Context: an optimization exercise on an open-source flow, tuned for small area and a short achievable clock period. The choices shown serve that exercise and are no tape-out recipe. Only simulation tests tie the RTL to the original design; equivalence was not proved. Power and IR drop assume default switching activity.

==> flow/design.v <==
module system_crossbar_rr #(
  parameter int NUM_MASTERS    = 9,
  parameter int NUM_SLAVES     = 4,
  parameter int ADDR_WIDTH     = 32,
  parameter int DATA_WIDTH     = 32,
  parameter int ID_WIDTH       = 4,
  parameter logic [NUM_SLAVES*ADDR_WIDTH-1:0] SLAVE_BASE =
    {32'h3000_0000, 32'h2000_0000, 32'h1000_0000, 32'h0000_0000},
  parameter logic [NUM_SLAVES*ADDR_WIDTH-1:0] SLAVE_MASK =
    {32'hFFFF_0000, 32'hFFFF_0000, 32'hFFFF_0000, 32'hF000_0000},
  parameter logic [NUM_MASTERS-1:0] HI_PRIO_MASK = 9'h1FE,
  parameter int TIMEOUT_CYCLES = 256
) (
  input  logic                             clk,
  input  logic                             rst,
  input  logic [NUM_MASTERS-1:0]           m_req,
  input  logic [NUM_MASTERS-1:0]           m_we,
  input  logic [NUM_MASTERS*ADDR_WIDTH-1:0] m_addr,
  input  logic [NUM_MASTERS*DATA_WIDTH-1:0] m_wdata,
  input  logic [NUM_MASTERS*ID_WIDTH-1:0]   m_id,
  output logic [NUM_MASTERS-1:0]           m_ack,
  output logic [NUM_MASTERS-1:0]           m_err,
  output logic [NUM_MASTERS*DATA_WIDTH-1:0] m_rdata,
  output logic [NUM_SLAVES-1:0]            s_req,
  output logic [NUM_SLAVES-1:0]            s_we,
  output logic [NUM_SLAVES*ADDR_WIDTH-1:0] s_addr,
  output logic [NUM_SLAVES*DATA_WIDTH-1:0] s_wdata,
  output logic [NUM_SLAVES*ID_WIDTH-1:0]   s_id,
  input  logic [NUM_SLAVES-1:0]            s_ack,
  input  logic [NUM_SLAVES*DATA_WIDTH-1:0] s_rdata
);
  localparam int NM = NUM_MASTERS;
  localparam int NS = NUM_SLAVES;
  localparam int AW = ADDR_WIDTH;
  localparam int DW = DATA_WIDTH;
  localparam int IW = ID_WIDTH;
  localparam int CW = $clog2(TIMEOUT_CYCLES);
  localparam logic [CW-1:0] CNT_LAST = CW'(TIMEOUT_CYCLES - 1);
  logic [NS-1:0]  r_busy, r_resp, r_terr;
  logic [NS-1:0][NM-1:0] r_win;
  logic [NS-1:0][CW-1:0] r_cnt;
  logic [NS-1:0][DW-1:0] r_rd;
  logic [NM-1:0]  r_dack, r_cool;
  logic [NM-1:0]  w_hit;
  logic [NM-1:0][NS-1:0] w_match;
  logic [NS-1:0][NM-1:0] w_reqv;
  logic [NS-1:0][NM-1:0] w_gnt;
  logic [NS-1:0]  w_start, w_fin, w_tmo;
  logic [NM-1:0]  w_derr;
  logic [NS-1:0][NM-1:0] w_sel;
  function automatic logic [NM-1:0] rr_pick(input logic [NM-1:0] req, input logic [NM-1:0] win);
    logic [NM-1:0] after, res;
    logic seen, found;
    seen = win[NM-1];
    for (int m = 0; m < NM; m++) begin
      after[m] = seen;
      seen = seen | win[m];
    end
    res = '0;
    found = 1'b0;
    for (int m = 0; m < NM; m++)
      if (!found && req[m] && after[m]) begin res[m] = 1'b1; found = 1'b1; end
    for (int m = 0; m < NM; m++)
      if (!found && req[m]) begin res[m] = 1'b1; found = 1'b1; end
    rr_pick = res;
  endfunction
  for (genvar m = 0; m < NM; m++) begin : g_dec
    for (genvar s = 0; s < NS; s++) begin : g_s
      assign w_match[m][s] =
        (m_addr[m*AW +: AW] & SLAVE_MASK[s*AW +: AW]) == SLAVE_BASE[s*AW +: AW];
      if (s == 0) begin : g_first
        assign w_reqv[s][m] = m_req[m] & w_match[m][s];
      end else begin : g_rest
        assign w_reqv[s][m] = m_req[m] & w_match[m][s] & ~(|w_match[m][s-1:0]);
      end
    end
    assign w_hit[m]  = |w_match[m];
    assign w_derr[m] = m_req[m] & ~w_hit[m] & ~r_dack[m] & ~r_cool[m];
  end
  for (genvar s = 0; s < NS; s++) begin : g_arb
    logic [NM-1:0] hi, lo;
    assign hi          = w_reqv[s] & HI_PRIO_MASK;
    assign lo          = w_reqv[s] & ~HI_PRIO_MASK;
    assign w_gnt[s]    = (|hi) ? rr_pick(hi, r_win[s]) : rr_pick(lo, r_win[s]);
    assign w_start[s]  = ~r_busy[s] & ~r_resp[s] & (|w_reqv[s]);
    assign w_fin[s]    = r_busy[s] & (s_ack[s] | (r_cnt[s] == CNT_LAST));
    assign w_tmo[s]    = ~s_ack[s] & (r_cnt[s] == CNT_LAST);
    assign w_sel[s]    = r_resp[s] ? r_win[s] : '0;
  end
  always_ff @(posedge clk or posedge rst) begin
    if (rst) begin
      r_busy <= '0;
      r_resp <= '0;
      r_dack <= '0;
      r_cool <= '0;
      for (int s = 0; s < NS; s++) r_win[s] <= NM'(1) << (NM - 1);
    end else begin
      r_busy <= w_start | (r_busy & ~w_fin);
      r_resp <= w_fin;
      r_dack <= w_derr;
      r_cool <= r_dack;
      for (int s = 0; s < NS; s++)
        if (w_start[s]) r_win[s] <= w_gnt[s];
    end
  end
  always_ff @(posedge clk) begin
    r_terr <= w_tmo;
    for (int s = 0; s < NS; s++) begin
      r_cnt[s] <= r_busy[s] ? r_cnt[s] + 1'b1 : '0;
      r_rd[s]  <= s_rdata[s*DW +: DW];
    end
  end
  logic [NS-1:0][AW-1:0] w_pa;
  logic [NS-1:0][DW-1:0] w_pd;
  logic [NS-1:0][IW-1:0] w_pi;
  logic [NS-1:0]         w_pw;
  always_comb begin
    w_pa = '0;
    w_pd = '0;
    w_pi = '0;
    w_pw = '0;
    for (int s = 0; s < NS; s++)
      for (int m = 0; m < NM; m++) begin
        w_pa[s] = w_pa[s] | ({AW{r_win[s][m]}} & m_addr[m*AW +: AW]);
        w_pd[s] = w_pd[s] | ({DW{r_win[s][m]}} & m_wdata[m*DW +: DW]);
        w_pi[s] = w_pi[s] | ({IW{r_win[s][m]}} & m_id[m*IW +: IW]);
        w_pw[s] = w_pw[s] | (r_win[s][m] & m_we[m]);
      end
  end
  assign s_req = r_busy;
  for (genvar s = 0; s < NS; s++) begin : g_spay
    assign s_addr[s*AW +: AW]  = (w_pa[s] & ~SLAVE_MASK[s*AW +: AW]) | SLAVE_BASE[s*AW +: AW];
    assign s_wdata[s*DW +: DW] = w_pd[s];
    assign s_id[s*IW +: IW]    = w_pi[s];
    assign s_we[s]             = w_pw[s];
  end
  logic [NM-1:0][DW-1:0] w_rd;
  always_comb begin
    m_ack = r_dack;
    m_err = r_dack;
    w_rd  = '0;
    for (int m = 0; m < NM; m++)
      for (int s = 0; s < NS; s++) begin
        m_ack[m] = m_ack[m] | w_sel[s][m];
        m_err[m] = m_err[m] | (w_sel[s][m] & r_terr[s]);
        w_rd[m]  = w_rd[m]  | ({DW{w_sel[s][m]}} & r_rd[s]);
      end
  end
  assign m_rdata = w_rd;
endmodule
clock: 7.0 ns
lec_check: 0
cap_margin: 20
cell_pad_in_sites_detail_placement: 1
cell_pad_in_sites_global_placement: 2
core_area: 10 10 550 550
die_area: 0 0 560 560
place_density: 0.35
setup_slack_margin: 3.5
slew_margin: 20
standard.sh (not shown) runs the stock make flow with config.mk's settings and CLKGATE_MAP_FILE= SYNTH_SCRIPT=/design/flow/synth_recipe.tcl, a recipe that flattens the netlist after the stock synthesis.
==> flow/flow/run.sh <==
#!/bin/bash
# The standard layout, with the smallest buffer as the port buffer on every input and output.
set -euo pipefail
export BUFFER_PORTS_ARGS="-buffer_cell sky130_fd_sc_hd__buf_1"
bash standard.sh > standard_flow.log 2>&1
The starting point finished clean.
Change:
==> flow/run.sh (new file) <==
#!/bin/bash
# synth_recipe.tcl (not shown) runs the flow's synth.tcl, then flattens the netlist and writes it again
# the make line also repeats each setting of config.mk as NAME=value (left out here)
make -C /OpenROAD-flow-scripts/flow DESIGN_CONFIG=/design/flow/config.mk WORK_HOME=/design/flow/orfs CLKGATE_MAP_FILE= SYNTH_SCRIPT=/design/flow/synth_recipe.tcl finish
- CELL_PAD_IN_SITES_DETAIL_PLACEMENT: 1 -> unset
- CELL_PAD_IN_SITES_GLOBAL_PLACEMENT: 2 -> unset
- PLACE_DENSITY: 0.35 -> unset
- SETUP_SLACK_MARGIN: 3.5 -> unset
removed: flow/flow/run.sh
removed: flow/standard.sh
Effect: Wire length drops by 17%. Design area is lower by about 24%. Utilization came out lower by 4.8 points. Non-clock buffer count went down by 702. Worst setup slack gets worse by 1600 ps.
Change:
==> flow/flow/run.sh (new file) <==
#!/bin/bash
# The standard layout, with the smallest buffer as the port buffer on every input and output.
set -euo pipefail
export BUFFER_PORTS_ARGS="-buffer_cell sky130_fd_sc_hd__buf_1"
bash standard.sh > standard_flow.log 2>&1
==> flow/standard.sh (new file) <==
#!/bin/bash
# synth_recipe.tcl (not shown) runs the flow's synth.tcl, then flattens the netlist and writes it again
# the make line also repeats each setting of config.mk as NAME=value (left out here)
make -C /OpenROAD-flow-scripts/flow DESIGN_CONFIG=/design/flow/config.mk WORK_HOME=/design/flow/orfs CLKGATE_MAP_FILE= SYNTH_SCRIPT=/design/flow/synth_recipe.tcl "${@:-finish}"
- CORE_AREA: 10 10 550 550 -> 5 5 355 355
- DIE_AREA: 0 0 560 560 -> 0 0 360 360
- PLACE_DENSITY: unset -> 0.45
removed: flow/run.sh
The changed run failed in I/O pin placement (PPL-0024).
Area after synthesis is unchanged.
Synthesized cell count does not change.
Change:
- CELL_PAD_IN_SITES_DETAIL_PLACEMENT: unset -> 1
- CELL_PAD_IN_SITES_GLOBAL_PLACEMENT: unset -> 2
- CORE_AREA: 5 5 355 355 -> 10 10 550 550
- DIE_AREA: 0 0 360 360 -> 0 0 560 560
- PLACE_DENSITY: 0.45 -> 0.35
- SETUP_SLACK_MARGIN: unset -> 2.0
Effect: Now the flow finished clean; area after synthesis does not change; synthesized cell count is unchanged.

* * *

run a:
Another version of the RTL of system_crossbar_rr (not shown whole).
Size in the first run: ~3500 cells after synthesis, ~260 flip-flops, about 27000 sq um of cells after synthesis.
==> flow/config.mk <==
export PLATFORM = sky130hd
export DESIGN_NAME = system_crossbar_rr
export DESIGN_NICKNAME = system_crossbar_rr
export VERILOG_FILES = /design/flow/design.v
export SDC_FILE = /design/flow/constraint.sdc
export NUM_CORES = 4
export LEC_CHECK = 0
export CAP_MARGIN = 20
export CORE_AREA = 10 10 490 490
export DIE_AREA = 0 0 500 500
export PLACE_DENSITY = 0.35
export SETUP_SLACK_MARGIN = 3.3
export SLEW_MARGIN = 20
==> flow/constraint.sdc <==
create_clock -name core_clock -period 7.0 [get_ports {clk}]
set_input_delay 1.4000 -clock core_clock [delete_from_list [all_inputs] [get_ports {clk}]]
set_output_delay 1.4000 -clock core_clock [all_outputs]
set_load 0.01 [all_outputs]
==> flow/flow/run.sh <==
#!/bin/bash
# The standard layout, with two changes: every input and output port gets the smallest buffer
# as its port buffer, and the ports are placed on the die edge in the bit-sliced order that
# flow/io.tcl gives (generated by gen/make_io.py), sourced right after the floorplan.
set -euo pipefail
export BUFFER_PORTS_ARGS="-buffer_cell sky130_fd_sc_hd__buf_1"
export IO_CONSTRAINTS="$PWD/flow/io.tcl"
bash standard.sh > standard_flow.log 2>&1
Other scripts of this flow, unchanged in this note and not shown: flow/flow/io.tcl
Run a went all the way through synthesis, placement and routing and the layout is clean on timing, DRC and antenna.
#### Input delta (run b over run a)
Settings: PLACE_DENSITY: 0.35 -> 0.55; SETUP_SLACK_MARGIN: 3.3 -> 3.0.
Findings:
- From run a to run b the numbers moved as follows: number of vias in the routed layout fell by about 4%, cell area now smaller, wire length now sits lower, power now sits lower, global-route wire length before repair lost about 20%.
- Setup slack: run b less than run a

-- static timing again, ports no longer ideal --
The flow's constraints put no driver on any port. The routed layouts listed below were extracted and timed again, unchanged, in two steps. Step 1 sets driving cells, clkbuf_16 on the clock port and buf_2 on the other inputs (assumed; they add their load-dependent delay and slew). Step 2 also shifts input and output timing later by t, the mid clock arrival at the registers, as if the neighbouring blocks saw the same clock. a / b / c = no drivers / after step 1 / after step 2; a / b = the first two.
run | t, ns | setup slack, ns | hold slack, ns | worst setup path after step 2 | latest minus earliest clock arrival (ns)
the first run of note 1 | 0.697 | 2.829 / 2.763 / 2.327 | 0.449 / 0.449 / 0.449 | input to register | 0.030 / 0.030
the second run of note 1 | 0.685 | 1.269 / 1.208 / 1.208 | 0.445 / 0.445 / 0.445 | input to output | 0.026 / 0.027
the fourth run of note 1 | 0.688 | 2.057 / 1.978 / 1.939 | 0.448 / 0.448 / 0.448 | input to register | 0.033 / 0.034
run a | 0.636 | 3.202 / 3.122 / 2.769 | 0.426 / 0.426 / 0.426 | input to register | 0.050 / 0.050
run b | 0.667 | 2.980 / 2.909 / 2.552 | 0.446 / 0.446 / 0.446 | input to register | 0.034 / 0.034
After both steps setup and hold are still met in every run listed. The setup slack of the first run of note 1, which loses most, moves by -0.066 ns with the drivers and by -0.502 ns with both steps.
